This is an optimization exercise on Yosys and OpenROAD, whose aim is small area, not a production implementation. The RTL was checked by simulation tests, not by an equivalence proof against the original design. Power and IR drop assume default switching activity.

--- flow/config.mk ---
export PLATFORM = sky130hd
export DESIGN_NAME = fetch_queue
export DESIGN_NICKNAME = fetch_queue
export VERILOG_FILES = /design/flow/design.v
export SDC_FILE = /design/flow/constraint.sdc
export NUM_CORES = 4
export LEC_CHECK = 0
export CAP_MARGIN = 20
export CORE_MARGIN = 2
export CORE_UTILIZATION = 40
export SLEW_MARGIN = 20
--- flow/design.v ---
package fetch_pkg;
  localparam int unsigned DEF_DATA_W  = 32;
  localparam int unsigned DEF_DEPTH   = 8;
  localparam int unsigned DEF_FETCH_W = 2;
  localparam int unsigned DEF_ISSUE_W = 2;
  localparam logic [DEF_DATA_W-1:0] NOP = '0;
endpackage
import fetch_pkg::*;
module fetch_queue_rotate
#(
  parameter int unsigned DATA_W = DEF_DATA_W
) (
  input  logic [3:0][2*DATA_W-1:0] i_bank0,
  input  logic [3:0][2*DATA_W-1:0] i_bank1,
  input  logic [2:0]               i_head,
  input  logic [3:0]               i_count,
  output logic [1:0]               o_valid,
  output logic [2*DATA_W-1:0]      o_instr,
  output logic [2*DATA_W-1:0]      o_pc
);
  localparam int unsigned W = 2 * DATA_W;
  logic [1:0]   w_row0, w_row1;
  logic [W-1:0] w_b0, w_b1, w_l0, w_l1;
  assign w_row1 = i_head[2:1];
  assign w_row0 = i_head[2:1] + {1'b0, i_head[0]};
  assign w_b0   = i_bank0[w_row0];
  assign w_b1   = i_bank1[w_row1];
  assign o_valid[0] = (i_count != 4'd0);
  assign o_valid[1] = (i_count > 4'd1);
  assign w_l0 = {W{o_valid[0]}} & (i_head[0] ? w_b1 : w_b0);
  assign w_l1 = {W{o_valid[1]}} & (i_head[0] ? w_b0 : w_b1);
  assign o_instr = {w_l1[DATA_W-1:0], w_l0[DATA_W-1:0]};
  assign o_pc    = {w_l1[W-1:DATA_W], w_l0[W-1:DATA_W]};
endmodule
import fetch_pkg::*;
module fetch_queue
#(
  parameter int unsigned DATA_W  = DEF_DATA_W,
  parameter int unsigned DEPTH   = DEF_DEPTH,
  parameter int unsigned FETCH_W = DEF_FETCH_W,
  parameter int unsigned ISSUE_W = DEF_ISSUE_W
) (
  input  logic                      CLK,
  input  logic                      RESET,
  input  logic                      FREEZE,
  input  logic                      flush,
  input  logic [FETCH_W-1:0]        fq_in_valid,
  input  logic [FETCH_W*DATA_W-1:0] fq_in_instr,
  input  logic [FETCH_W*DATA_W-1:0] fq_in_pc,
  output logic                      fq_in_ready,
  output logic [ISSUE_W-1:0]        fq_out_valid,
  output logic [ISSUE_W*DATA_W-1:0] fq_out_instr,
  output logic [ISSUE_W*DATA_W-1:0] fq_out_pc,
  input  logic [$clog2(ISSUE_W + 1)-1:0] fq_out_take,
  output logic [$clog2(DEPTH + 1)-1:0]   fq_count
);
  localparam int unsigned W = 2 * DATA_W;    
  logic [3:0][W-1:0] r_bank0;    
  logic [3:0][W-1:0] r_bank1;    
  logic [2:0]        r_head;
  logic [2:0]        r_tail;
  logic [3:0]        r_count;
  logic       w_ready;
  logic       w_push1, w_push2;    
  logic       w_pop1,  w_pop2;     
  logic [1:0] w_push_n, w_pop_n;
  assign w_ready  = RESET & ~FREEZE & ~flush & ~(r_count[3] | (&r_count[2:0]));
  assign w_push1  = w_ready & fq_in_valid[0];
  assign w_push2  = w_push1 & fq_in_valid[1];
  assign w_push_n = {w_push2, w_push1 & ~w_push2};
  assign w_pop2  = fq_out_take[1] & (r_count > 4'd1);
  assign w_pop1  = ~w_pop2 & (fq_out_take != 2'd0) & (r_count != 4'd0);
  assign w_pop_n = {w_pop2, w_pop1};
  always_ff @(posedge CLK or negedge RESET) begin
    if (!RESET) begin
      r_head  <= '0;
      r_tail  <= '0;
      r_count <= '0;
    end else if (flush) begin
      r_head  <= '0;
      r_tail  <= '0;
      r_count <= '0;
    end else if (!FREEZE) begin
      r_head  <= r_head + {1'b0, w_pop_n};
      r_tail  <= r_tail + {1'b0, w_push_n};
      r_count <= r_count + {2'b0, w_push_n} - {2'b0, w_pop_n};
    end
  end
  logic [W-1:0] w_in0, w_in1, w_bus0, w_bus1;
  assign w_in0  = {fq_in_pc[DATA_W-1:0],      fq_in_instr[DATA_W-1:0]};
  assign w_in1  = {fq_in_pc[2*DATA_W-1:DATA_W], fq_in_instr[2*DATA_W-1:DATA_W]};
  assign w_bus0 = r_tail[0] ? w_in1 : w_in0;
  assign w_bus1 = r_tail[0] ? w_in0 : w_in1;
  logic [2:0] w_tail1;
  logic [7:0] w_we;
  assign w_tail1 = r_tail + 3'd1;
  always_comb begin
    for (int p = 0; p < 8; p++)
      w_we[p] = (w_push1 & (r_tail == 3'(p))) | (w_push2 & (w_tail1 == 3'(p)));
  end
  always_ff @(posedge CLK) begin
    for (int r = 0; r < 4; r++) begin
      if (w_we[2*r])   r_bank0[r] <= w_bus0;
      if (w_we[2*r+1]) r_bank1[r] <= w_bus1;
    end
  end
  fetch_queue_rotate #(
    .DATA_W  (DATA_W)
  ) u_rotate (
    .i_bank0 (r_bank0),
    .i_bank1 (r_bank1),
    .i_head  (r_head),
    .i_count (r_count),
    .o_valid (fq_out_valid),
    .o_instr (fq_out_instr),
    .o_pc    (fq_out_pc)
  );
  assign fq_in_ready = w_ready;
  assign fq_count    = r_count;
endmodule
--- flow/run.sh ---
#!/bin/bash
# synth_recipe.tcl (not shown) runs the flow's synth.tcl, then flattens the netlist and writes it again
# the make line also repeats each setting of config.mk as NAME=value (left out here)
make -C /OpenROAD-flow-scripts/flow DESIGN_CONFIG=/design/flow/config.mk WORK_HOME=/design/flow/orfs CLKGATE_MAP_FILE= SYNTH_SCRIPT=/design/flow/synth_recipe.tcl finish
--- flow/constraint.sdc ---
create_clock -name core_clock -period 5.0 [get_ports {CLK}]
set_input_delay 1.0000 -clock core_clock [delete_from_list [all_inputs] [get_ports {CLK}]]
set_output_delay 1.0000 -clock core_clock [all_outputs]
set_load 0.01 [all_outputs]
==> results.py, run 1 <==
metrics = {
    "die": {
        "rows": 86,
        "chipWidth_um": 239.1,
        "die_height_um": 239.1,
        "io_pins": 271,
        "coreArea_um2": 54880,
        "start_util_pct": 40.28,
        "dieArea_um2": 57160,
    },
    "sta": {
        "slew_violations": 0,
        "hold_viol": 0,
        "setup-violations-final": 0,
        "fin_skew_ns": 0.02024,
        "rsz0062_at_grt": "false",
        "timing.final.crit_share_pct": 87.37,
        "fmax_mhz": 228.9,
        "setup_ws_ns": 0.6315,
        "layout_min_cycle_time_ns": 4.368,
        "maxSlewHeadroom_pct": 31.99,
        "tightestPinTransition_ns": 1.020,
    },
    "routing": {
        "antenna_left": 0,
        "drtIter0Drc": 812,
        "vias_per_cell": 5.578,
        "drc": 0,
        "post_drt_wl_per_cell_um": 24.63,
        "vias": 11770,
        "firstDrtPassIters": 5,
        "drt-total-wl_um": 51970,
    },
    "finish": {
        "drive_gt1_share_pct": 26.74,
        "layout_common_cells": "edfxtp_1, clkdlybuf4s50_1, mux4_2, a22o_1, mux2_2",
        "diodes": 0,
        "finish.utilization_pct": 50.14,
        "syn_to_final_growth_pct": 24.47,
        "nets": 1518,
        "fill_cells": 4535,
        "layout_commonest_cell": "edfxtp_1",
    },
    "power_and_ir_drop": {
        "totalPowerFinal_mw": 13.50,
        "vdd_drop_max_mv": 0.4132,
        "power.density_nw_per_um2": 490.7,
        "leakage_nw": 8.664,
    },
    "clocking": {
        "clk_latency_ns": 0.59,
        "cts_sinks": 522,
        "clkTransAtPathRegs_ns": 0.06,
        "cts_tree": "done",
        "cts_buffers": 52,
        "clock-root-buffer": "clkbuf_16",
        "clock_path_buffers": 3,
        "postCtsSetupBuffers": 0,
        "h-tree-depth": 2,
        "hold_buffers": 0,
        "ctsResizeCount": 0,
    },
    "placement": {
        "portBuffers": 270,
        "preCtsSetupSlack_ns": 0.7182,
        "routabilityCongestion": 0.7188,
        "hpwl_um": 32180,
    },
    "synth": {
        "synth_ff_type": "edfxtp_1",
        "synth-compound-area-share_pct": 5.705,
        "async_flop_share_pct": 1.916,
        "synth_top_family_by_area": "multiplexers",
        "ys_ff_latch": 522,
        "yosysWarningCount": 1,
        "synth_area_um2": 22110,
        "synth_xor_area_share_pct": 0.1132,
        "synth_cells": 1080,
        "synthesis.nets": 1231,
        "ys_seq_area_share_pct": 70.68,
        "syn_area_per_cell_um2": 20.47,
        "yosys.area_share.simple_pct": 0.9905,
        "synthMuxAreaShare_pct": 19.79,
        "ys_types": 39,
        "synthAdderAreaFrac_pct": 0.9848,
        "synth_edf_count": 512,
    },
    "critical_path": {
        "critPathLaunchType": "register",
        "critPathMaxStageDelay_ns": 0.60,
        "path_cells": "ha_4 > buf_12 > mux4_2 > a22o_1 > clkdlybuf4s50_1",
        "crit_type": "register to primary output",
        "cpMaxStageDelayCell": "mux4_2",
        "arrival_ns": 3.37,
        "path_max_fanout": 29,
        "end_kind": "primary output",
        "worstPathRequired_ns": 4.00,
    },
    "grt": {
        "grt_max_degree": 76,
        "grt_use_total_pct": 18.34,
        "antenna_found_initial": 2,
        "grt-ovfl-total": 0,
        "grt_pass1_vias": 12420,
        "grt_pass1_wl_um": 77170,
    },
    "status": {
        "status": "complete, no violations",
    },
    "flow_run": {
        "drv_cap": 0,
    },
    "hold_path": {
        "hold_class": "register to register",
    },
}
-- synthesized netlist by cell type, types with 6 or more instances --
library cell  instances  area share [%]
a21oi_1              11            0.25
a22o_1              128             5.1
buf_2                15            0.34
buf_4                 6            0.20
clkbuf_1             44            0.75
dfrtp_1              10             1.1
edfxtp_1            512              70
ha_1                 11            0.62
inv_1                14            0.24
mux2_2              128             6.5
mux4_2              128              13
nor2_1               15            0.25
-- worst max-delay path, delay by kind of cell (launching register included) --
family	cells	cell delay [ns]
buffers and inverters	2	0.83
adders and majority gates	1	0.54
AOI/OAI and AO/OA	1	0.27
DFF	1	0.52
muxes	1	0.60
-- registers in the layout, summed over array words and instances, names as in the netlist --
name and flops:
r_bank0 256, r_head 3, r_bank1 256, r_tail 3, r_count 4
-- final timing paths --
check	from	end	slack, ns	cells past startpoint
setup / recovery	r_head[0]	fq_out_pc[14]	0.63	5
hold / removal	r_count[3]	r_count[3]	0.66	2
setup reg to reg	r_tail[0]	r_bank0[209]	1.72	6
hold reg to reg	r_count[3]	r_count[3]	0.66	2
max in group asynchronous	RESET	r_head[2]	4.12	2
min in group asynchronous	RESET	r_count[0]	0.71	2
-- stage by stage --
step	setup TNS, ns	hold slack (ns)	std cells	area [µm²]
floorplan	-143.82	0.5890	1080	22120
global placement	0	0.6398	2017	25910
detailed placement	0	0.6536	2017	25910
CTS	0	0.6640	2110	27520
global route	0	0.7125	2110	27520
finish	0	0.6590	2110	27520
-- layout make-up --
cell class                      count  area [µm²]  area share (%)
Clock inverter                     21       182.7          0.6639
Clock buffer                       72        1419           5.157
Inverter                           14       52.55          0.1910
Multi-Input combinational cell    471        6233           22.65
Sequential cell                   522       15640           56.83
Timing Repair Buffer              306        3110           11.30
Tap cell                          704       880.8           3.201
-- report_power, final --
part	leakage [nW]	total [mW]	switching (mW)	internal (mW)
Combinational	3.15	4.89	2.29	2.60
Sequential	4.74	4.91	0.0532	4.86
Clock	0.778	3.69	1.57	2.13
Total	8.66	13.5	3.91	9.59
-- layer usage --
layer  global-route usage [%]  part of all wire [%]  vias up  routed length, µm
li1                         -                     -     5149                  -
met1                    24.38                    43     6213              22320
met2                    31.62                    51      332              26370
met3                    3.291                   4.7       72               2445
met4                    3.958                   1.5        4                794
met5                        0                 0.058        -                 30
-- cells by family after synthesis --
kind of cell,count (synthesis)
DFF,522
muxes,261
AOI/OAI and AO/OA,151
buffers and inverters,87
and+or+nand+nor,42
adders and majority gates,15
xor gates and xnor gates,2
==> run 2: changes to the inputs <==
--- a/flow/design.v
+++ b/flow/design.v
@@ -27,8 +27,8 @@
   assign w_b1   = i_bank1[w_row1];
   assign o_valid[0] = (i_count != 4'd0);
   assign o_valid[1] = (i_count > 4'd1);
-  assign w_l0 = {W{o_valid[0]}} & (i_head[0] ? w_b1 : w_b0);
-  assign w_l1 = {W{o_valid[1]}} & (i_head[0] ? w_b0 : w_b1);
+  assign w_l0 = {W{o_valid[0]}} & ~(i_head[0] ? w_b1 : w_b0);
+  assign w_l1 = {W{o_valid[1]}} & ~(i_head[0] ? w_b0 : w_b1);
   assign o_instr = {w_l1[DATA_W-1:0], w_l0[DATA_W-1:0]};
   assign o_pc    = {w_l1[W-1:DATA_W], w_l0[W-1:DATA_W]};
 endmodule
@@ -89,8 +89,8 @@
   logic [W-1:0] w_in0, w_in1, w_bus0, w_bus1;
   assign w_in0  = {fq_in_pc[DATA_W-1:0],      fq_in_instr[DATA_W-1:0]};
   assign w_in1  = {fq_in_pc[2*DATA_W-1:DATA_W], fq_in_instr[2*DATA_W-1:DATA_W]};
-  assign w_bus0 = r_tail[0] ? w_in1 : w_in0;
-  assign w_bus1 = r_tail[0] ? w_in0 : w_in1;
+  assign w_bus0 = ~(r_tail[0] ? w_in1 : w_in0);
+  assign w_bus1 = ~(r_tail[0] ? w_in0 : w_in1);
   logic [2:0] w_tail1;
   logic [7:0] w_we;
   assign w_tail1 = r_tail + 3'd1;
==> flow/flow/run.sh (new file) <==
#!/bin/bash
# Standard layout, but with the smallest buffer on every input and output port.
cp standard.sh standard_sh_copy.log
export BUFFER_PORTS_ARGS="-buffer_cell sky130_fd_sc_hd__buf_1"
bash standard.sh > standard.log 2>&1
==> flow/standard.sh (new file) <==
#!/bin/bash
# synth_recipe.tcl (not shown) runs the flow's synth.tcl, then flattens the netlist and writes it again
# the make line also repeats each setting of config.mk as NAME=value (left out here)
make -C /OpenROAD-flow-scripts/flow DESIGN_CONFIG=/design/flow/config.mk WORK_HOME=/design/flow/orfs CLKGATE_MAP_FILE= SYNTH_SCRIPT=/design/flow/synth_recipe.tcl "${@:-finish}"
removed: flow/run.sh
==> run 2 against run 1 <==
Effect of this change: clock skew down 0.0047 ns; design area down 7.9%; area after synthesis down 2.0%; combinational power down 26%; critical path depth up 1; critical path type unchanged; critical endpoint is now fq_out_pc[5]; largest cell class unchanged; largest power group unchanged.
==> results.py, run 2 <==
metrics = {
    "power_and_ir_drop": {
        "p_int_mw": 8.391,
        "pwr-share-clk_pct": 30.7,
        "switching_share_pct": 31.68,
        "vdd_drop_max_mv": 0.4674,
        "seqPwrFrac_pct": 40.0,
        "leakage_nw": 7.438,
        "power.switching_mw": 3.891,
        "p_comb_share_pct": 29.3,
        "power.density_nw_per_um2": 484.7,
    },
    "sta": {
        "hold-worst-slack_ns": 0.3443,
        "hold_viol": 0,
        "tightestPinTransition_ns": 0.9958,
        "layout_min_cycle_time_ns": 4.197,
        "fmax_mhz": 238.3,
        "setup_tns_ns": 0,
        "timing.final.crit_share_pct": 83.94,
        "fin_skew_ns": 0.01559,
        "maxSlewHeadroom_pct": 33.61,
        "setup-violations-final": 0,
        "slew_violations": 0,
        "rsz0062_at_grt": "false",
    },
    "finish": {
        "nets": 1521,
        "diodes": 0,
        "syn_to_final_growth_pct": 16.97,
        "drive_gt1_share_pct": 18.10,
        "layout_common_cells": "edfxtp_1, buf_1, mux2i_1",
        "finish.utilization_pct": 47.18,
        "stdcell_area_um2": 25340,
        "largestRegisters": "r_bank0 (256), r_bank1 (256), r_count (4)",
        "layout_commonest_cell": "edfxtp_1",
    },
    "clocking": {
        "cts_buffers": 54,
        "h-tree-depth": 2,
        "cts_sinks": 522,
        "clkTransAtPathRegs_ns": 0.06,
        "clk_latency_ns": 0.59,
        "ctsResizeCount": 0,
        "clock_path_buffers": 3,
        "cts_tree": "done",
        "clock-root-buffer": "clkbuf_16",
        "postCtsSetupBuffers": 0,
        "hold_buffers": 0,
    },
    "die": {
        "rows": 85,
        "start_util_pct": 40.34,
        "die_height_um": 236.7,
        "io_pins": 271,
        "coreArea_um2": 53710,
        "chipWidth_um": 236.7,
        "dieArea_um2": 56040,
    },
    "grt": {
        "grt_pass1_vias": 12010,
        "grt-ovfl-total": 0,
        "antenna_found_initial": 6,
        "grt_max_degree": 98,
        "grt_use_total_pct": 18.39,
        "grt_pass1_wl_um": 76030,
    },
    "placement": {
        "hpwl_um": 32510,
        "portBuffers": 270,
        "placed_area_um2": 23690,
        "routabilityCongestion": 0.7215,
    },
    "synth": {
        "ys_seq_area_share_pct": 72.13,
        "syn_area_per_cell_um2": 20.04,
        "synthesis.nets": 1232,
        "async_flop_share_pct": 1.916,
        "synth_most_common_cell": "edfxtp_1",
        "synthTopCellsByArea": "edfxtp_1, mux4_2, mux2i_1, o22ai_1, dfrtp_1",
        "yosysWarningCount": 1,
        "synth_top_area_share_pct": 70.97,
        "yosysTopAreaCell": "edfxtp_1",
        "ys_ff_latch": 522,
        "ys_types": 40,
        "synth_cells": 1081,
        "synth_ff_type": "edfxtp_1",
        "ys_top_cells_by_count": "edfxtp_1, mux2i_1, mux4_2, o22ai_1, buf_2",
        "synth_area_um2": 21660,
        "synth_edf_count": 512,
    },
    "critical_path": {
        "worstRegToRegCells": 6,
        "arrival_ns": 3.20,
        "end_kind": "primary output",
        "worstPathRequired_ns": 4.00,
        "critPathLaunchType": "register",
        "crit_type": "register to primary output",
        "path_max_fanout": 64,
    },
    "flow_run": {
        "drv_cap": 0,
    },
    "routing": {
        "dr_wl_met3_um": 3440,
        "antenna_left": 0,
        "drt-total-wl_um": 51540,
        "wl_met2_um": 24440,
        "post_drt_wl_per_cell_um": 24.43,
        "firstDrtPassIters": 6,
        "wl_met1_um": 22690,
        "drc": 0,
        "vias": 11890,
        "highest_layer": "met5",
        "drtIter0Drc": 914,
        "vias_per_cell": 5.636,
    },
    "status": {
        "status": "complete, no violations",
    },
    "hold_path": {
        "hold_class": "input port to async pin",
    },
}
run 2: critical path: stages, from the launching register on:
cell and delay [ns]:
dfrtp_1 0.41, inv_1 0.16, ha_1 0.20, or3b_2 0.55, nand2b_4 0.76, o22ai_1 0.28
buf_1 0.21
run 2: area by class of cell:
cell class | count | area [µm²]
timing repair buffer | 308 | 1361
sequential | 522 | 15640
clock inverter | 33 | 232.7
multi-input combinational | 471 | 5768
tap | 696 | 870.8
inverter | 13 | 48.80
fill | 4546 | 28370
clock buffer | 67 | 1421
run 2: layer usage:
metal	vias up	track usage (%)
li1	5194	-
met3	73	3.381
met4	12	4.641
met5	-	0
met1	6204	26.44
met2	410	29.18
run 2: logic make-up (layout without fill, tap and decap cells):
| logic type | after synthesis | in the layout | synth area share, % |
|---|---|---|---|
| AOI/OAI and AO/OA | 151 | 151 | 4.355 |
| xor gates and xnor gates | 2 | 2 | 0.1155 |
| adders and majority gates | 15 | 15 | 1.005 |
| buffers and inverters | 88 | 421 | 1.860 |
| DFF | 522 | 522 | 72.13 |
| muxes | 261 | 261 | 19.45 |
| and+or+nand+nor | 42 | 42 | 1.086 |
run 2: power groups by stage:
stage	logic [mW]	registers (mW)	clock network, mW
5_1_grt	3.87	4.92	4.04
4_1_cts	3.64	4.91	3.86
3_3_place_gp	3.60	5.00	0
6_report	3.60	4.91	3.77
3_5_place_dp	3.64	5.01	0
2_1_floorplan	2.35	4.98	0
run 2: path summary, 6_finish.rpt:
kind / start / end / slack, ns
min in group core_clock: r_count[3] / r_count[3] / 0.66
max: r_count[2] / fq_out_pc[5] / 0.80
max reg2reg: r_tail[0] / r_bank0[164] / 1.72
min reg2reg: r_count[3] / r_count[3] / 0.66
max in group asynchronous: RESET / r_tail[0] / 4.49
min: RESET / r_count[3] / 0.34
run 2: through the flow:
step / std cells / total power [mW] / worst slack (ns)
6_report: 2110 / 12.28 / 0.8032
2_1_floorplan: 1081 / 7.327 / -0.2159
4_1_cts: 2110 / 12.42 / 0.7349
3_5_place_dp: 2010 / 8.641 / 0.9503
3_3_place_gp: 2010 / 8.605 / 0.9891
5_1_grt: 2110 / 12.83 / 0.5988
==> run 3: changes to the inputs <==
==> flow/flow/run.sh (replaced) <==
#!/bin/bash
export BUFFER_PORTS_ARGS="-buffer_cell sky130_fd_sc_hd__buf_1"
bash standard.sh > standard.log 2>&1
--- a/flow/config.mk
+++ b/flow/config.mk
@@ -7,5 +7,6 @@
 export LEC_CHECK = 0
 export CAP_MARGIN = 20
 export CORE_MARGIN = 2
-export CORE_UTILIZATION = 40
+export CORE_UTILIZATION = 60
+export CTS_BUF_LIST = sky130_fd_sc_hd__clkbuf_8
 export SLEW_MARGIN = 20
==> run 3 against run 2 <==
Effect of this change: wire length decreased by 4.0%; final cell count decreased by 8.9%; die area decreased by 33%; register-to-register slack improved by 0.02 ns; first-iteration DRC count increased by 1.6%; hold slack got worse by 0.072 ns; fmax decreased by 6.0%; design area decreased by 1.8%; non-clock buffer count unchanged; sequential power about the same; via count increased by 1.8%.
==> results.py, run 3 <==
metrics = {
    "placement": {
        "portBuffers": 270,
        "preCtsSetupSlack_ns": 0.9119,
        "dp_cells": 1775,
        "placed_area_um2": 23370,
        "hpwl_um": 29830,
        "routabilityCongestion": 0.7854,
    },
    "synth": {
        "async_flop_share_pct": 1.916,
        "yosys.area_share.simple_pct": 1.086,
        "synth_edf_count": 512,
        "ys_seq_area_share_pct": 72.13,
        "synth_area_um2": 21660,
        "synthAdderAreaFrac_pct": 1.005,
        "synthesis.nets": 1232,
        "synth-compound-area-share_pct": 4.355,
        "synthTopCellsByArea": "edfxtp_1, mux4_2, mux2i_1, o22ai_1, dfrtp_1",
        "ys_top_cells_by_count": "edfxtp_1, mux2i_1, mux4_2, o22ai_1, buf_2",
        "syn_area_per_cell_um2": 20.04,
        "synth_top_area_share_pct": 70.97,
        "synthMuxAreaShare_pct": 19.45,
        "synth_most_common_cell": "edfxtp_1",
        "synth_cells": 1081,
        "synth_top_family_by_area": "multiplexers",
        "synth_xor_area_share_pct": 0.1155,
        "synth_ff_type": "edfxtp_1",
        "yosysTopAreaCell": "edfxtp_1",
        "ys_types": 40,
        "ys_ff_latch": 522,
        "yosysWarningCount": 1,
    },
    "routing": {
        "vias_per_cell": 6.294,
        "vias": 12100,
        "antenna_left": 0,
        "drc": 0,
        "drtIter0Drc": 929,
        "post_drt_wl_per_cell_um": 25.72,
        "drt-total-wl_um": 49470,
        "firstDrtPassIters": 5,
    },
    "grt": {
        "grt_use_total_pct": 26.69,
        "antenna_found_initial": 5,
        "grt_pass1_wl_um": 74110,
        "grt-ovfl-total": 0,
        "grt_max_degree": 65,
        "grt_pass1_vias": 12520,
    },
    "finish": {
        "nets": 1550,
        "drive_gt1_share_pct": 20.01,
        "finish.utilization_pct": 69.95,
        "largestRegisters": "r_bank0 (256), r_bank1 (256), r_count (4)",
        "syn_to_final_growth_pct": 14.84,
        "layout_commonest_cell": "edfxtp_1",
        "fin_cells": 1923,
        "layout_common_cells": "edfxtp_1, buf_1, mux2i_1",
        "stdcell_area_um2": 24880,
    },
    "hold_path": {
        "hold_class": "input port to async pin",
    },
    "power_and_ir_drop": {
        "pwr-share-clk_pct": 28.1,
        "vdd_drop_max_mv": 0.3195,
        "seqPwrFrac_pct": 41.6,
        "power.density_nw_per_um2": 476.5,
        "p_comb_share_pct": 30.3,
        "power.switching_mw": 3.862,
        "totalPowerFinal_mw": 11.85,
        "p_int_mw": 7.992,
        "leakage_nw": 7.472,
        "switching_share_pct": 32.58,
    },
    "sta": {
        "slew_violations": 0,
        "maxSlewHeadroom_pct": 30.89,
        "setup_ws_ns": 0.5330,
        "fmax_mhz": 223.9,
        "hold_viol": 0,
        "rsz0062_at_grt": "false",
        "fin_skew_ns": 0.02641,
        "timing.final.crit_share_pct": 89.34,
        "tightestPinTransition_ns": 1.037,
        "layout_min_cycle_time_ns": 4.467,
        "setup-violations-final": 0,
    },
    "status": {
        "status": "complete, no violations",
    },
    "clocking": {
        "cts_buffers": 83,
        "cts_tree": "done",
        "clk_latency_ns": 0.63,
        "h-tree-depth": 3,
        "postCtsSetupBuffers": 0,
        "clock-root-buffer": "clkbuf_8",
        "clkTransAtPathRegs_ns": 0.07,
        "cts_sinks": 522,
        "hold_buffers": 0,
        "clock_path_buffers": 3,
        "ctsResizeCount": 0,
    },
    "die": {
        "rows": 69,
        "die_height_um": 194.0,
        "chipWidth_um": 194.0,
        "dieArea_um2": 37640,
        "start_util_pct": 60.90,
        "io_pins": 271,
        "coreArea_um2": 35570,
    },
    "critical_path": {
        "crit_type": "register to primary output",
        "worstPathRequired_ns": 4.00,
        "critPathLaunchType": "register",
        "end_kind": "primary output",
        "path_max_fanout": 22,
        "arrival_ns": 3.47,
    },
    "flow_run": {
        "drv_cap": 0,
    },
}
[run 3: through the flow]
step	hold WS, ns	setup TNS [ns]
CTS	0.2389	0
global placement	0.6379	0
floorplan	0.5882	-72.84
finish	0.2726	0
global route	0.2733	0
detailed placement	0.6567	0
[run 3: routing by layer]
metal / wire length, µm / track usage [%] / part of all wire, %
met4: 1372 / 10.49 / 2.8
met5: 40 / 0 / 0.081
met1: 19460 / 35.57 / 39
met3: 4237 / 6.645 / 8.6
met2: 24360 / 43.02 / 49
[run 3: worst paths after layout]
| path | cells past startpoint | start | slack (ns) | to |
|---|---|---|---|---|
| worst max-delay path | 6 | r_head[1] | 0.53 | fq_out_pc[44] |
| worst min-delay path | 2 | RESET | 0.27 | r_tail[0] |
| worst max register to register | 7 | r_tail[0] | 1.74 | r_tail[2] |
| worst min register to register | 2 | r_count[3] | 0.66 | r_count[3] |
| max in group asynchronous | 2 | RESET | 4.55 | r_head[1] |
| min in group core_clock | 2 | r_count[3] | 0.66 | r_count[3] |
[run 3: kinds of logic (layout without fill, tap and decap cells)]
| group | after synthesis | after routing |
|---|---|---|
| AOI/OAI and AO/OA | 151 | 151 |
| xor gates and xnor gates | 2 | 2 |
| adders and majority gates | 15 | 15 |
| buffers and inverters | 88 | 466 |
| DFF | 522 | 522 |
| muxes | 261 | 261 |
| other | 0 | 3 |
| and+or+nand+nor | 42 | 42 |
[run 3: worst max-delay path, cell delays in order (launching register included)]
cell and delay [ns]:
dfrtp_4 0.75, ha_4 0.23, xor2_4 0.64, buf_4 0.37, mux4_2 0.34, o22ai_1 0.30
buf_1 0.19
[run 3: layout make-up]
type	count	area, µm²
well taps	461	576.8
repair buffers	308	1349
clock inverters	58	305.3
inverters	13	48.80
multi-input cells	471	5758
clock buffers	87	1197
flip-flops and latches	522	15640
diodes	3	7.507
fillers	2376	10690
[run 3: power groups by stage]
stage,clock [mW],combinational [mW],sequential (mW)
floorplan,0,2.35,4.98
global placement,0,3.59,5.02
detailed placement,0,3.61,5.02
CTS,3.41,3.63,4.93
global route,3.60,3.88,4.94
finish,3.33,3.59,4.93
==> run 4: changes to the inputs <==
==> flow/run.sh (new file) <==
#!/bin/bash
# synth_recipe.tcl (not shown) runs the flow's synth.tcl, then flattens the netlist and writes it again
# the make line also repeats each setting of config.mk as NAME=value (left out here)
make -C /OpenROAD-flow-scripts/flow DESIGN_CONFIG=/design/flow/config.mk WORK_HOME=/design/flow/orfs CLKGATE_MAP_FILE= SYNTH_SCRIPT=/design/flow/synth_recipe.tcl finish
--- a/flow/config.mk
+++ b/flow/config.mk
@@ -7,6 +7,5 @@
 export LEC_CHECK = 0
 export CAP_MARGIN = 20
 export CORE_MARGIN = 2
-export CORE_UTILIZATION = 60
-export CTS_BUF_LIST = sky130_fd_sc_hd__clkbuf_8
+export CORE_UTILIZATION = 40
 export SLEW_MARGIN = 20
removed: flow/flow/run.sh
removed: flow/standard.sh
==> run 4 against run 3 <==
Effect of this change: count of clock-buffer cells in the layout decreased by 23; critical path depth decreased by 1; fmax fell by 2.4%; design area is 9.0% higher; sequential cell count did not move; non-clock buffer count shrank 5; first-iteration DRC count up 0.97%; area after synthesis unchanged; setup slack got worse by 0.11 ns; clock skew down 0.015 ns; register-to-register slack improved by 0.05 ns; critical path type unchanged; highest routed layer unchanged.
==> results.py, run 4 <==
metrics = {
    "clocking": {
        "postCtsSetupBuffers": 0,
        "ctsResizeCount": 0,
        "clock-root-buffer": "clkbuf_16",
        "clock_path_buffers": 3,
        "hold_buffers": 0,
        "h-tree-depth": 2,
        "cts_buffers": 53,
        "cts_sinks": 522,
        "cts_tree": "done",
        "clk_latency_ns": 0.59,
        "clkTransAtPathRegs_ns": 0.06,
    },
    "power_and_ir_drop": {
        "pwr-share-clk_pct": 29.3,
        "switching_share_pct": 28.89,
        "leakage_nw": 8.162,
        "totalPowerFinal_mw": 13.34,
        "power.switching_mw": 3.854,
        "p_comb_share_pct": 33.7,
        "power.density_nw_per_um2": 491.9,
        "p_int_mw": 9.487,
        "vdd_drop_max_mv": 0.4585,
        "seqPwrFrac_pct": 36.9,
    },
    "die": {
        "dieArea_um2": 56040,
        "io_pins": 271,
        "rows": 85,
        "start_util_pct": 40.34,
        "die_height_um": 236.7,
        "coreArea_um2": 53710,
        "chipWidth_um": 236.7,
    },
    "synth": {
        "ys_seq_area_share_pct": 72.13,
        "ys_top_cells_by_count": "edfxtp_1, mux2i_1, mux4_2, o22ai_1, buf_2",
        "async_flop_share_pct": 1.916,
        "synth_cells": 1081,
        "yosysWarningCount": 1,
        "synth_top_family_by_area": "multiplexers",
        "synthesis.nets": 1232,
        "synthAdderAreaFrac_pct": 1.005,
        "synth-compound-area-share_pct": 4.355,
        "syn_area_per_cell_um2": 20.04,
        "synth_edf_count": 512,
        "yosys.area_share.simple_pct": 1.086,
        "synth_most_common_cell": "edfxtp_1",
        "synthMuxAreaShare_pct": 19.45,
        "synth_area_um2": 21660,
        "synth_top_area_share_pct": 70.97,
        "synth_ff_type": "edfxtp_1",
        "synth_xor_area_share_pct": 0.1155,
        "synthTopCellsByArea": "edfxtp_1, mux4_2, mux2i_1, o22ai_1, dfrtp_1",
        "ys_ff_latch": 522,
        "yosysTopAreaCell": "edfxtp_1",
        "ys_types": 40,
    },
    "placement": {
        "hpwl_um": 32780,
        "preCtsSetupSlack_ns": 0.7570,
        "portBuffers": 270,
        "placed_area_um2": 25390,
        "routabilityCongestion": 0.7310,
        "dp_cells": 2005,
    },
    "sta": {
        "layout_min_cycle_time_ns": 4.577,
        "timing.final.crit_share_pct": 91.54,
        "hold_viol": 0,
        "rsz0062_at_grt": "false",
        "fin_skew_ns": 0.01160,
        "setup_ws_ns": 0.4232,
        "fmax_mhz": 218.5,
        "slew_violations": 0,
        "setup-violations-final": 0,
        "setup_tns_ns": 0,
        "tightestPinTransition_ns": 1.046,
        "maxSlewHeadroom_pct": 30.29,
        "hold-worst-slack_ns": 0.6576,
    },
    "hold_path": {
        "hold_class": "register to register",
    },
    "routing": {
        "antenna_left": 0,
        "firstDrtPassIters": 5,
        "drtIter0Drc": 938,
        "drt-total-wl_um": 52640,
        "vias": 11780,
        "vias_per_cell": 5.600,
        "drc": 0,
        "post_drt_wl_per_cell_um": 25.02,
    },
    "critical_path": {
        "end_kind": "primary output",
        "critPathLaunchType": "register",
        "crit_type": "register to primary output",
        "worstPathRequired_ns": 4.00,
        "arrival_ns": 3.58,
        "path_max_fanout": 27,
    },
    "grt": {
        "grt_use_total_pct": 18.81,
        "grt-ovfl-total": 0,
        "grt_pass1_vias": 12020,
        "antenna_found_initial": 7,
        "grt_pass1_wl_um": 77810,
        "grt_max_degree": 65,
    },
    "finish": {
        "stdcell_area_um2": 27120,
        "diodes": 0,
        "syn_to_final_growth_pct": 25.20,
        "nets": 1515,
        "layout_commonest_cell": "edfxtp_1",
        "finish.utilization_pct": 50.50,
        "layout_common_cells": "edfxtp_1, clkdlybuf4s50_1, mux2i_1",
        "largestRegisters": "r_bank0 (256), r_bank1 (256), r_count (4)",
        "fin_cells": 2104,
        "drive_gt1_share_pct": 18.25,
    },
    "status": {
        "status": "complete, no violations",
    },
    "flow_run": {
        "drv_cap": 0,
    },
}
[run 4: layout make-up]
type | count | area, µm²
clock buffer | 64 | 1399
inverter | 13 | 48.80
tap | 696 | 870.8
fill | 4352 | 26590
clock inverter | 35 | 336.6
sequential | 522 | 15640
multi-input combinational | 471 | 5768
timing repair buffer | 303 | 3063
[run 4: power groups by stage]
stage / registers, mW / logic, mW / clock network [mW]
global placement: 5.02 / 4.51 / 0
floorplan: 4.98 / 2.35 / 0
global route: 4.94 / 4.81 / 4.19
finish: 4.93 / 4.50 / 3.91
detailed placement: 5.02 / 4.54 / 0
CTS: 4.93 / 4.57 / 4.02
[run 4: cells by family after synthesis]
kind of cell | Yosys count
buffers and inverters | 88
AND/OR/NAND/NOR | 42
XOR/XNOR | 2
adder cells (fa/ha/maj) | 15
flip-flops | 522
AO/OA/AOI/OAI | 151
multiplexers | 261
[run 4: critical path, stage by stage, from the launching register on]
cell,delay [ns]
dfrtp_4,0.65
ha_4,0.60
buf_12,0.33
mux4_2,0.59
o22ai_1,0.23
clkdlybuf4s50_1,0.58
[run 4: routing by layer]
metal | up-vias | GRT usage [%] | wire length, µm | share of wire, %
li1 | 5170 | - | - | -
met1 | 6168 | 27.00 | 23640 | 45
met2 | 368 | 30.07 | 25100 | 48
met3 | 62 | 3.917 | 3098 | 5.9
met4 | 14 | 3.586 | 708 | 1.3
met5 | - | 0 | 99 | 0.19
[run 4: final timing paths]
| kind | start | endpoint | slack, ns | cells past startpoint |
|---|---|---|---|---|
| setup / recovery | r_head[1] | fq_out_instr[38] | 0.42 | 5 |
| hold / removal | r_count[3] | r_count[3] | 0.66 | 2 |
| setup reg to reg | r_tail[0] | r_bank0[231] | 1.79 | 6 |
| hold reg to reg | r_count[3] | r_count[3] | 0.66 | 2 |
| max in group asynchronous | RESET | r_head[2] | 4.09 | 2 |
| min in group asynchronous | RESET | r_count[2] | 0.73 | 2 |
==> run 5: changes to the inputs <==
==> flow/flow/run.sh (new file) <==
#!/bin/bash
export BUFFER_PORTS_ARGS="-buffer_cell sky130_fd_sc_hd__buf_1"
export CTS_ARGS="-sink_clustering_enable -repair_clock_nets -dont_use_dummy_load -buf_list sky130_fd_sc_hd__clkbuf_4"
bash standard.sh > standard.log 2>&1
==> flow/standard.sh (new file) <==
#!/bin/bash
# synth_recipe.tcl (not shown) runs the flow's synth.tcl, then flattens the netlist and writes it again
# the make line also repeats each setting of config.mk as NAME=value (left out here)
make -C /OpenROAD-flow-scripts/flow DESIGN_CONFIG=/design/flow/config.mk WORK_HOME=/design/flow/orfs CLKGATE_MAP_FILE= SYNTH_SCRIPT=/design/flow/synth_recipe.tcl "${@:-finish}"
--- a/flow/config.mk
+++ b/flow/config.mk
@@ -5,7 +5,7 @@
 export SDC_FILE = /design/flow/constraint.sdc
 export NUM_CORES = 4
 export LEC_CHECK = 0
-export CAP_MARGIN = 20
+export CAP_MARGIN = 0
 export CORE_MARGIN = 2
 export CORE_UTILIZATION = 40
-export SLEW_MARGIN = 20
+export SLEW_MARGIN = 0
removed: flow/run.sh
==> run 5 against run 4 <==
Effect of this change: critical path depth increased by 1; die area unchanged; clock power decreased by 31%; wire length decreased by 1.5%; design area decreased by 8.8%; synthesized cell count unchanged; still clean; combinational power decreased by about 20%; final cell count increased by 2.3%; largest cell class unchanged; setup slack improved by 0.066 ns; critical endpoint is now fq_out_pc[5]; core utilization decreased by 4.4 points; sequential power about the same.
==> results.py, run 5 <==
metrics = {
    "clocking": {
        "clkTransAtPathRegs_ns": 0.06,
        "clock-root-buffer": "clkbuf_4",
        "clock_path_buffers": 3,
        "clk_latency_ns": 0.92,
        "cts_buffers": 139,
        "cts_tree": "done",
        "ctsResizeCount": 0,
        "cts_sinks": 522,
        "h-tree-depth": 4,
    },
    "grt": {
        "grt_pass1_vias": 12600,
        "grt_use_total_pct": 18.80,
        "grt-ovfl-total": 0,
        "antenna_found_initial": 8,
        "grt_max_degree": 98,
        "grt_pass1_wl_um": 76470,
    },
    "sta": {
        "setup_ws_ns": 0.4892,
        "layout_min_cycle_time_ns": 4.511,
        "maxSlewHeadroom_pct": 34.76,
        "slew_violations": 0,
        "fmax_mhz": 221.7,
        "fin_skew_ns": 0.06882,
        "rsz0062_at_grt": "false",
        "setup_tns_ns": 0,
        "setup-violations-final": 0,
        "timing.final.crit_share_pct": 90.22,
        "hold-worst-slack_ns": 0.4832,
        "hold_viol": 0,
        "tightestPinTransition_ns": 0.9786,
    },
    "power_and_ir_drop": {
        "p_int_mw": 7.490,
        "seqPwrFrac_pct": 43.8,
        "p_comb_share_pct": 32.0,
        "vdd_drop_max_mv": 0.4328,
        "switching_share_pct": 33.21,
        "power.switching_mw": 3.725,
        "totalPowerFinal_mw": 11.21,
        "pwr-share-clk_pct": 24.1,
        "leakage_nw": 7.283,
        "power.density_nw_per_um2": 453.2,
    },
    "die": {
        "start_util_pct": 40.34,
        "die_height_um": 236.7,
        "dieArea_um2": 56040,
        "rows": 85,
        "chipWidth_um": 236.7,
        "io_pins": 271,
        "coreArea_um2": 53710,
    },
    "routing": {
        "vias": 12230,
        "post_drt_wl_per_cell_um": 24.09,
        "drtIter0Drc": 887,
        "vias_per_cell": 5.682,
        "firstDrtPassIters": 5,
        "antenna_left": 0,
        "drc": 0,
        "drt-total-wl_um": 51860,
    },
    "hold_path": {
        "hold_class": "input port to register",
        "worstHoldPathCells": 2,
    },
    "critical_path": {
        "path_max_fanout": 64,
        "end_kind": "primary output",
        "worstPathRequired_ns": 4.00,
        "worstRegToRegCells": 6,
        "crit_type": "register to primary output",
        "arrival_ns": 3.51,
        "critPathLaunchType": "register",
    },
    "synth": {
        "synth_top_area_share_pct": 70.97,
        "yosys.area_share.simple_pct": 1.086,
        "ys_ff_latch": 522,
        "async_flop_share_pct": 1.916,
        "ys_seq_area_share_pct": 72.13,
        "synthTopCellsByArea": "edfxtp_1, mux4_2, mux2i_1, o22ai_1, dfrtp_1",
        "synth_area_um2": 21660,
        "ys_top_cells_by_count": "edfxtp_1, mux2i_1, mux4_2, o22ai_1, buf_2",
        "synth-compound-area-share_pct": 4.355,
        "synthAdderAreaFrac_pct": 1.005,
        "syn_area_per_cell_um2": 20.04,
        "ys_types": 40,
        "synth_most_common_cell": "edfxtp_1",
        "synth_cells": 1081,
        "yosysTopAreaCell": "edfxtp_1",
        "synth_edf_count": 512,
        "synth_top_family_by_area": "multiplexers",
        "yosysWarningCount": 1,
        "synth_ff_type": "edfxtp_1",
        "synth_xor_area_share_pct": 0.1155,
        "synthMuxAreaShare_pct": 19.45,
        "synthesis.nets": 1232,
    },
    "finish": {
        "syn_to_final_growth_pct": 14.23,
        "layout_commonest_cell": "edfxtp_1",
        "nets": 1607,
        "fin_cells": 2153,
        "finish.utilization_pct": 46.08,
        "drive_gt1_share_pct": 22.35,
        "layout_common_cells": "edfxtp_1, buf_1, clkbuf_4",
        "stdcell_area_um2": 24750,
        "largestRegisters": "r_bank0 (256), r_bank1 (256), r_count (4)",
    },
    "placement": {
        "placed_area_um2": 23690,
        "dp_cells": 2010,
        "portBuffers": 270,
        "preCtsSetupSlack_ns": 0.9503,
        "routabilityCongestion": 0.7215,
        "hpwl_um": 32510,
    },
    "status": {
        "status": "complete, no violations",
    },
    "flow_run": {
        "drv_cap": 0,
    },
}
run 5: cell counts after synthesis:
No cell type changed its count.
run 5: final timing paths:
check	from	slack, ns	endpoint
min	fq_in_instr[34]	0.48	r_bank1[130]
max in group asynchronous	RESET	4.22	r_head[2]
min reg2reg	r_count[3]	0.66	r_count[3]
max	r_count[2]	0.49	fq_out_pc[5]
min in group asynchronous	RESET	0.60	r_head[0]
max reg2reg	r_tail[0]	1.71	r_bank0[234]
run 5: cell type report:
type                       count  area, µm²
fill                        4649      28960
sequential                   522      15640
multi-input combinational    471       5768
timing repair buffer         309       1371
clock buffer                 139       1044
tap                          696      870.8
inverter                      13      48.80
antenna                        3      7.507
run 5: critical path: stages, from the launching register on:
cell,delay [ns]
dfrtp_1,0.41
inv_1,0.16
ha_1,0.20
or3b_2,0.55
nand2b_4,0.75
o22ai_1,0.31
buf_1,0.21
run 5: power groups by stage:
| stage | logic (mW) | clock network, mW | registers, mW |
|---|---|---|---|
| 6_report | 3.59 | 2.71 | 4.92 |
| 5_1_grt | 3.87 | 3.04 | 4.92 |
| 4_1_cts | 3.64 | 2.83 | 4.92 |
| 3_5_place_dp | 3.64 | 0 | 5.01 |
| 3_3_place_gp | 3.60 | 0 | 5.00 |
| 2_1_floorplan | 2.35 | 0 | 4.98 |
run 5: layer usage:
layer  vias up  share of wire, %  track usage [%]
li1       5358                 -                -
met5         -              0.17                0
met3        79               7.3            5.491
met1      6335                43            25.49
met4        12               1.8            6.483
met2       449                47            29.18
run 5: kinds of logic (layout without fill, tap and decap cells):
logic type / count (synthesis) / after routing
AO/OA/AOI/OAI: 151 / 151
XOR/XNOR: 2 / 2
adder cells (fa/ha/maj): 15 / 15
buffers and inverters: 88 / 461
flip-flops: 522 / 522
multiplexers: 261 / 261
other: 0 / 3
AND/OR/NAND/NOR: 42 / 42
run 5: what timing repair did:
item | CTS | global route
setup buffers | 0 | 0
hold endpoints to repair | 10 | 0
hold buffers | 1 | 0
==> run 6: changes to the inputs <==
--- a/flow/design.v
+++ b/flow/design.v
@@ -60,6 +60,7 @@
   logic [2:0]        r_head;
   logic [2:0]        r_tail;
   logic [3:0]        r_count;
+  logic              r_tail_even;   
   logic       w_ready;
   logic       w_push1, w_push2;    
   logic       w_pop1,  w_pop2;     
@@ -76,11 +77,14 @@
       r_head  <= '0;
       r_tail  <= '0;
       r_count <= '0;
+      r_tail_even <= 1'b1;
     end else if (flush) begin
       r_head  <= '0;
       r_tail  <= '0;
       r_count <= '0;
+      r_tail_even <= 1'b1;
     end else if (!FREEZE) begin
+      r_tail_even <= r_tail_even ^ w_push_n[0];
       r_head  <= r_head + {1'b0, w_pop_n};
       r_tail  <= r_tail + {1'b0, w_push_n};
       r_count <= r_count + {2'b0, w_push_n} - {2'b0, w_pop_n};
@@ -89,8 +93,11 @@
   logic [W-1:0] w_in0, w_in1, w_bus0, w_bus1;
   assign w_in0  = {fq_in_pc[DATA_W-1:0],      fq_in_instr[DATA_W-1:0]};
   assign w_in1  = {fq_in_pc[2*DATA_W-1:DATA_W], fq_in_instr[2*DATA_W-1:DATA_W]};
-  assign w_bus0 = ~(r_tail[0] ? w_in1 : w_in0);
-  assign w_bus1 = ~(r_tail[0] ? w_in0 : w_in1);
+  logic w_t0, w_t1;    
+  assign w_t0   = r_tail_even;
+  assign w_t1   = r_tail[0];
+  assign w_bus0 = ~((w_in0 & {W{w_t0}}) | (w_in1 & {W{w_t1}}));
+  assign w_bus1 = ~((w_in1 & {W{w_t0}}) | (w_in0 & {W{w_t1}}));
   logic [2:0] w_tail1;
   logic [7:0] w_we;
   assign w_tail1 = r_tail + 3'd1;
==> flow/flow/run.sh (replaced) <==
#!/bin/bash
export BUFFER_PORTS_ARGS="-buffer_cell sky130_fd_sc_hd__buf_1"
export CTS_ARGS="-sink_clustering_enable -repair_clock_nets -dont_use_dummy_load -buf_list sky130_fd_sc_hd__clkbuf_8 -sink_clustering_size 20 -sink_clustering_max_diameter 80"
bash standard.sh > standard.log 2>&1
==> run 6 against run 5 <==
Effect of this change: critical endpoint is now fq_out_instr[59]; global-route usage shrank 0.16 points; register-to-register slack improved by 0.10 ns; non-clock buffer count decreased by 11; final cell count shrank 5.9%; sequential power about the same; hold slack lost 0.21 ns; count of clock-buffer cells in the layout is 108 lower; still clean; core utilization shrank 1.1 points; highest routed layer is now met4; area after synthesis fell by 1.2%; fmax grew 5.1%.
==> results.py, run 6 <==
metrics = {
    "critical_path": {
        "path_cells": "xor2_4 > buf_12 > mux4_2 > o22ai_1 > buf_1",
        "critPathMaxStageDelay_ns": 0.81,
        "cpMaxStageDelayCell": "dfrtp_4",
        "worstPathRequired_ns": 4.00,
        "arrival_ns": 3.29,
        "worstRegToRegCells": 11,
        "path_max_fanout": 31,
        "crit_type": "register to primary output",
        "critPathLaunchType": "register",
        "end_kind": "primary output",
    },
    "hold_path": {
        "hold_class": "input port to async pin",
    },
    "clocking": {
        "clkTransAtPathRegs_ns": 0.11,
        "cts_sinks": 523,
        "clock_path_buffers": 3,
        "cts_tree": "done",
        "cts_buffers": 31,
        "clk_latency_ns": 0.64,
        "ctsResizeCount": 0,
        "hold_buffers": 0,
        "clock-root-buffer": "clkbuf_8",
        "h-tree-depth": 1,
        "postCtsSetupBuffers": 0,
    },
    "grt": {
        "grt_max_degree": 87,
        "grt_use_total_pct": 18.64,
        "grt_pass1_wl_um": 77410,
        "grt_pass1_vias": 12000,
        "grt-ovfl-total": 0,
        "antenna_found_initial": 0,
    },
    "sta": {
        "fin_skew_ns": 0.02594,
        "hold_viol": 0,
        "slew_violations": 0,
        "timing.final.crit_share_pct": 85.87,
        "maxSlewHeadroom_pct": 38.28,
        "setup-violations-final": 0,
        "layout_min_cycle_time_ns": 4.294,
        "setup_tns_ns": 0,
        "tightestPinTransition_ns": 0.9258,
        "rsz0062_at_grt": "false",
        "fmax_mhz": 232.9,
    },
    "status": {
        "status": "complete, no violations",
    },
    "die": {
        "dieArea_um2": 55360,
        "coreArea_um2": 52760,
        "start_util_pct": 40.55,
        "io_pins": 271,
        "chipWidth_um": 235.3,
        "die_height_um": 235.3,
        "rows": 84,
    },
    "finish": {
        "layout_common_cells": "edfxtp_1, buf_1, a22oi_1",
        "stdcell_area_um2": 23750,
        "finish.utilization_pct": 45.02,
        "fin_cells": 2026,
        "drive_gt1_share_pct": 15.47,
        "diodes": 0,
        "layout_commonest_cell": "edfxtp_1",
        "nets": 1491,
        "largestRegisters": "r_bank0 (256), r_bank1 (256), r_count (4)",
        "syn_to_final_growth_pct": 11.00,
    },
    "synth": {
        "ys_ff_latch": 523,
        "synth_cells": 1096,
        "synth_edf_count": 512,
        "synth_top_area_share_pct": 71.86,
        "synth_ff_type": "edfxtp_1",
        "synth_top_family_by_area": "multiplexers",
        "ys_types": 39,
        "synthTopCellsByArea": "edfxtp_1, mux4_2, a22oi_1, o22ai_1, dfrtp_1",
        "synth_xor_area_share_pct": 0.1170,
        "async_flop_share_pct": 2.103,
        "synth_most_common_cell": "edfxtp_1",
        "synthMuxAreaShare_pct": 13.75,
        "ys_seq_area_share_pct": 73.15,
        "syn_area_per_cell_um2": 19.52,
        "synth-compound-area-share_pct": 8.812,
        "synthesis.nets": 1247,
        "yosysTopAreaCell": "edfxtp_1",
        "ys_top_cells_by_count": "edfxtp_1, a22oi_1, mux4_2, o22ai_1, clkbuf_1",
        "synth_area_um2": 21400,
        "synthAdderAreaFrac_pct": 1.017,
        "yosys.area_share.simple_pct": 1.129,
        "yosysWarningCount": 1,
    },
    "power_and_ir_drop": {
        "switching_share_pct": 33.91,
        "p_comb_share_pct": 35.0,
        "vdd_drop_max_mv": 0.2528,
        "totalPowerFinal_mw": 10.35,
        "seqPwrFrac_pct": 47.9,
        "leakage_nw": 7.011,
        "power.switching_mw": 3.509,
        "p_int_mw": 6.838,
        "power.density_nw_per_um2": 435.6,
        "pwr-share-clk_pct": 17.1,
    },
    "routing": {
        "antenna_left": 0,
        "drtIter0Drc": 1047,
        "drt-total-wl_um": 52410,
        "drc": 0,
        "vias_per_cell": 5.876,
        "vias": 11900,
        "post_drt_wl_per_cell_um": 25.87,
        "firstDrtPassIters": 5,
    },
    "placement": {
        "hpwl_um": 33180,
        "placed_area_um2": 23320,
        "routabilityCongestion": 0.7335,
        "portBuffers": 270,
        "dp_cells": 1995,
    },
    "flow_run": {
        "drv_cap": 0,
    },
}
run 6: changes by cell type in the layout (fill, tap and decap cells not counted), sizes merged, moves of 2 or more:
cell and delta:
a22oi +129, mux2i -127, a31oi -2, diode -3, clkbuf -108, nand2 +2, buf -10, nand3 +3
run 6: power by group through the flow:
stage / clock network, mW / logic (mW) / registers (mW)
after global routing: 1.97 / 3.94 / 4.96
after CTS: 1.84 / 3.70 / 4.95
after floorplan: 0 / 2.39 / 5.02
final: 1.77 / 3.63 / 4.95
after detailed placement: 0 / 3.69 / 5.05
after global placement: 0 / 3.66 / 5.05
run 6: cell type report:
type / count / area [µm²]
repair buffers: 298 / 1311
multi-input cells: 473 / 5436
clock buffers: 31 / 426.7
fillers: 4571 / 29010
flip-flops and latches: 523 / 15670
inverters: 13 / 48.80
well taps: 688 / 860.8
run 6: cells by family (layout without fill, tap and decap cells):
| kind of cell | Yosys count | count (layout) |
|---|---|---|
| xor+xnor | 2 | 2 |
| mux | 134 | 134 |
| compound gates | 277 | 277 |
| buf+inv | 100 | 342 |
| flops | 523 | 523 |
| simple gates | 45 | 45 |
| fa+ha+maj | 15 | 15 |
run 6: metal layers:
layer / track usage [%] / routed length (µm) / up-vias
met5: 0 / 0 / -
met4: 3.358 / 821 / 0
met3: 2.216 / 2884 / 50
met2: 31.90 / 26280 / 404
met1: 26.09 / 22420 / 6275
li1: - / - / 5175
run 6: final timing paths:
| check | slack, ns | start | to |
|---|---|---|---|
| min | 0.27 | RESET | r_count[1] |
| min reg2reg | 0.65 | r_tail[2] | r_tail[2] |
| max | 0.71 | r_head[2] | fq_out_instr[59] |
| min in group core_clock | 0.65 | r_tail[2] | r_tail[2] |
| max reg2reg | 1.81 | r_count[2] | r_count[3] |
| max in group asynchronous | 4.50 | RESET | r_tail_even |
run 6: worst max-delay path, delay by kind of cell (launching register included):
| kind | cells | cell delay (ns) |
|---|---|---|
| buf+inv | 2 | 0.50 |
| mux | 1 | 0.34 |
| compound gates | 1 | 0.28 |
| xor+xnor | 1 | 0.73 |
| flops | 1 | 0.81 |
run 6: per-stage QoR:
| step | hold slack, ns | worst slack [ns] |
|---|---|---|
| floorplan | 0.5882 | -1.826 |
| global placement | 0.6451 | 1.173 |
| detailed placement | 0.6430 | 0.9797 |
| CTS | 0.2158 | 0.5548 |
| global route | 0.2316 | 0.4821 |
| finish | 0.2706 | 0.7065 |
==> run 7: changes to the inputs <==
==> flow/flow/run.sh (replaced) <==
#!/bin/bash
# Standard layout (the standard.sh) with three changes:
#  - every input and output port gets the smallest buffer, buf_1;
#  - clock tree: clkbuf_8 only, sinks clustered 20 per buffer, no dummy loads.
export BUFFER_PORTS_ARGS="-buffer_cell sky130_fd_sc_hd__buf_1"
export CTS_ARGS="-sink_clustering_enable -repair_clock_nets -dont_use_dummy_load -buf_list sky130_fd_sc_hd__clkbuf_8 -sink_clustering_size 20 -sink_clustering_max_diameter 80"
bash standard.sh > standard.log 2>&1
==> run 7 against run 6 <==
Effect of this change: non-clock buffer count is the same; setup slack is the same; hold slack is the same; first-iteration DRC count is the same; via count is the same; global-route usage is the same; sequential power is essentially flat; core utilization is the same; count of clock-buffer cells in the layout is the same; final cell count is the same.
==> results.py, run 7 <==
metrics = {
    "synth": {
        "ys_ff_latch": 523,
        "synth_cells": 1096,
        "synth_edf_count": 512,
        "yosysTopAreaCell": "edfxtp_1",
        "syn_area_per_cell_um2": 19.52,
        "synth_top_area_share_pct": 71.86,
        "ys_types": 39,
        "yosysWarningCount": 1,
        "synth_ff_type": "edfxtp_1",
        "synthTopCellsByArea": "edfxtp_1, mux4_2, a22oi_1, o22ai_1, dfrtp_1",
        "async_flop_share_pct": 2.103,
        "ys_seq_area_share_pct": 73.15,
        "synth_most_common_cell": "edfxtp_1",
        "synthesis.nets": 1247,
        "ys_top_cells_by_count": "edfxtp_1, a22oi_1, mux4_2, o22ai_1, clkbuf_1",
        "synth_area_um2": 21400,
    },
    "critical_path": {
        "worstRegToRegCells": 11,
        "path_max_fanout": 31,
        "arrival_ns": 3.29,
        "crit_type": "register to primary output",
        "critPathLaunchType": "register",
        "worstPathRequired_ns": 4.00,
        "reg2reg_to": "r_count[3]",
        "end_kind": "primary output",
        "r2r-start": "r_count[2]",
        "rrSetupSlack_ns": 1.81,
    },
    "power_and_ir_drop": {
        "power.density_nw_per_um2": 435.6,
        "leakage_nw": 7.011,
        "totalPowerFinal_mw": 10.35,
        "vdd_drop_max_mv": 0.2528,
    },
    "routing": {
        "drc": 0,
        "vias_per_cell": 5.876,
        "vias": 11900,
        "firstDrtPassIters": 5,
        "drtIter0Drc": 1047,
        "drt-total-wl_um": 52410,
        "antenna_left": 0,
        "post_drt_wl_per_cell_um": 25.87,
    },
    "sta": {
        "setup-violations-final": 0,
        "fmax_mhz": 232.9,
        "timing.final.crit_share_pct": 85.87,
        "fin_skew_ns": 0.02594,
        "layout_min_cycle_time_ns": 4.294,
        "slew_violations": 0,
        "rsz0062_at_grt": "false",
        "hold-worst-slack_ns": 0.2706,
        "hold_viol": 0,
        "setup_ws_ns": 0.7065,
        "maxSlewHeadroom_pct": 38.28,
        "tightestPinTransition_ns": 0.9258,
    },
    "die": {
        "io_pins": 271,
        "coreArea_um2": 52760,
        "dieArea_um2": 55360,
        "die_height_um": 235.3,
        "start_util_pct": 40.55,
        "chipWidth_um": 235.3,
        "rows": 84,
    },
    "clocking": {
        "cts_buffers": 31,
        "postCtsSetupBuffers": 0,
        "hold_buffers": 0,
        "cts_sinks": 523,
        "clkTransAtPathRegs_ns": 0.11,
        "h-tree-depth": 1,
        "clock-root-buffer": "clkbuf_8",
        "clk_latency_ns": 0.64,
        "ctsResizeCount": 0,
        "cts_tree": "done",
        "clock_path_buffers": 3,
    },
    "grt": {
        "grt-ovfl-total": 0,
        "grt_max_degree": 87,
        "grt_pass1_wl_um": 77410,
        "grt_use_total_pct": 18.64,
        "grt_pass1_vias": 12000,
        "antenna_found_initial": 0,
    },
    "flow_run": {
        "drv_cap": 0,
    },
    "hold_path": {
        "hold_class": "input port to async pin",
    },
    "finish": {
        "layout_commonest_cell": "edfxtp_1",
        "fill_cells": 4571,
        "nets": 1491,
        "diodes": 0,
        "syn_to_final_growth_pct": 11.00,
        "layout_common_cells": "edfxtp_1, buf_1, a22oi_1",
        "largestRegisters": "r_bank0 (256), r_bank1 (256), r_count (4)",
        "drive_gt1_share_pct": 15.47,
    },
    "placement": {
        "routabilityCongestion": 0.7335,
        "portBuffers": 270,
        "preCtsSetupSlack_ns": 0.9797,
        "hpwl_um": 33180,
    },
    "status": {
        "status": "complete, no violations",
    },
}
-- run 7: stage by stage --
stage	instances	setup TNS, ns	util [%]	cell area (µm²)
2_1_floorplan	1096	-309.33	-	21400
3_3_place_gp	1995	0	44.21	23320
3_5_place_dp	1995	0	44.21	23320
4_1_cts	2026	0	45.02	23750
5_1_grt	2026	0	45.02	23750
6_report	2026	0	45.02	23750
-- run 7: cell type report --
class	count	area (µm²)	area share [%]
well taps	688	860.8	3.624
multi-input cells	473	5436	22.89
flip-flops and latches	523	15670	65.96
inverters	13	48.80	0.2055
clock buffers	31	426.7	1.796
repair buffers	298	1311	5.521
-- run 7: power breakdown --
group	leakage [nW]	internal, mW	switching [mW]	total (mW)
registers	4.74	4.89	0.0590	4.95
logic	2.05	1.39	2.24	3.63
clock network	0.223	0.556	1.21	1.77
total	7.01	6.84	3.51	10.3
-- run 7: worst max-delay path by stage --
| stage | startpoint | endpoint | slack [ns] | depth (start not counted) |
|---|---|---|---|---|
| finish | r_head[2] | fq_out_instr[59] | 0.71 | 5 |
| detailed placement | FREEZE | r_count[3] | 0.98 | 10 |
| CTS | r_head[2] | fq_out_instr[59] | 0.55 | 5 |
| global placement | FREEZE | r_bank1[32] | 1.17 | 5 |
| global route | r_head[0] | fq_out_pc[19] | 0.48 | 5 |
| floorplan | FREEZE | r_bank1[128] | -1.83 | 4 |
-- run 7: cells by family after synthesis --
family,count (synthesis),share of synthesized area (%)
xor+xnor,2,0.1170
mux,134,13.75
compound gates,277,8.812
flops,523,73.15
buf+inv,100,2.023
simple gates,45,1.129
fa+ha+maj,15,1.017
-- run 7: worst max-delay path: stages, from the launching register on --
cell,delay [ns]
dfrtp_4,0.81
xor2_4,0.73
buf_12,0.30
mux4_2,0.34
o22ai_1,0.28
buf_1,0.20
-- run 7: layer usage --
| metal | vias to the layer above | global-route usage (%) | routed length [µm] |
|---|---|---|---|
| li1 | 5175 | - | - |
| met3 | 50 | 2.216 | 2884 |
| met5 | - | 0 | 0 |
| met1 | 6275 | 26.09 | 22420 |
| met4 | 0 | 3.358 | 821 |
| met2 | 404 | 31.90 | 26280 |

-- re-timing with driven ports --
How much do the figures lean on ideal ports? The routed layouts below were timed once more, with nothing changed but the port constraints. Step 1: set_driving_cell puts a clkbuf_16 on CLK and a buf_2 on each other input, an assumption about the parent block. Step 2, shift: input delay + t, output delay - t, t = (earliest + latest rising clock arrival at the registers) / 2. This alone moves slack from input paths to output paths. Slacks: ideal ports / drivers / drivers and shift; pairs: ideal ports / drivers.
run	shift t [ns]	setup WS [ns]	worst hold slack (ns)
run 1	0.634	0.632 / 0.578 / 0.709	0.659 / 0.659 / 0.659
run 2	0.640	0.803 / 0.749 / 0.934	0.344 / 0.319 / 0.664
run 3	0.669	0.533 / 0.482 / 0.929	0.273 / 0.244 / 0.665
run 4	0.637	0.423 / 0.368 / 0.714	0.658 / 0.658 / 0.658
run 5	0.933	0.489 / 0.439 / 0.445	0.483 / 0.456 / 0.665
run 6	0.684	0.706 / 0.656 / 0.905	0.271 / 0.243 / 0.648
run 7	0.684	0.706 / 0.656 / 0.905	0.271 / 0.243 / 0.648
After both steps setup and hold are still met in every run listed. The setup slack of run 5, which loses most, moves by -0.050 ns with the drivers and by -0.044 ns with both steps.
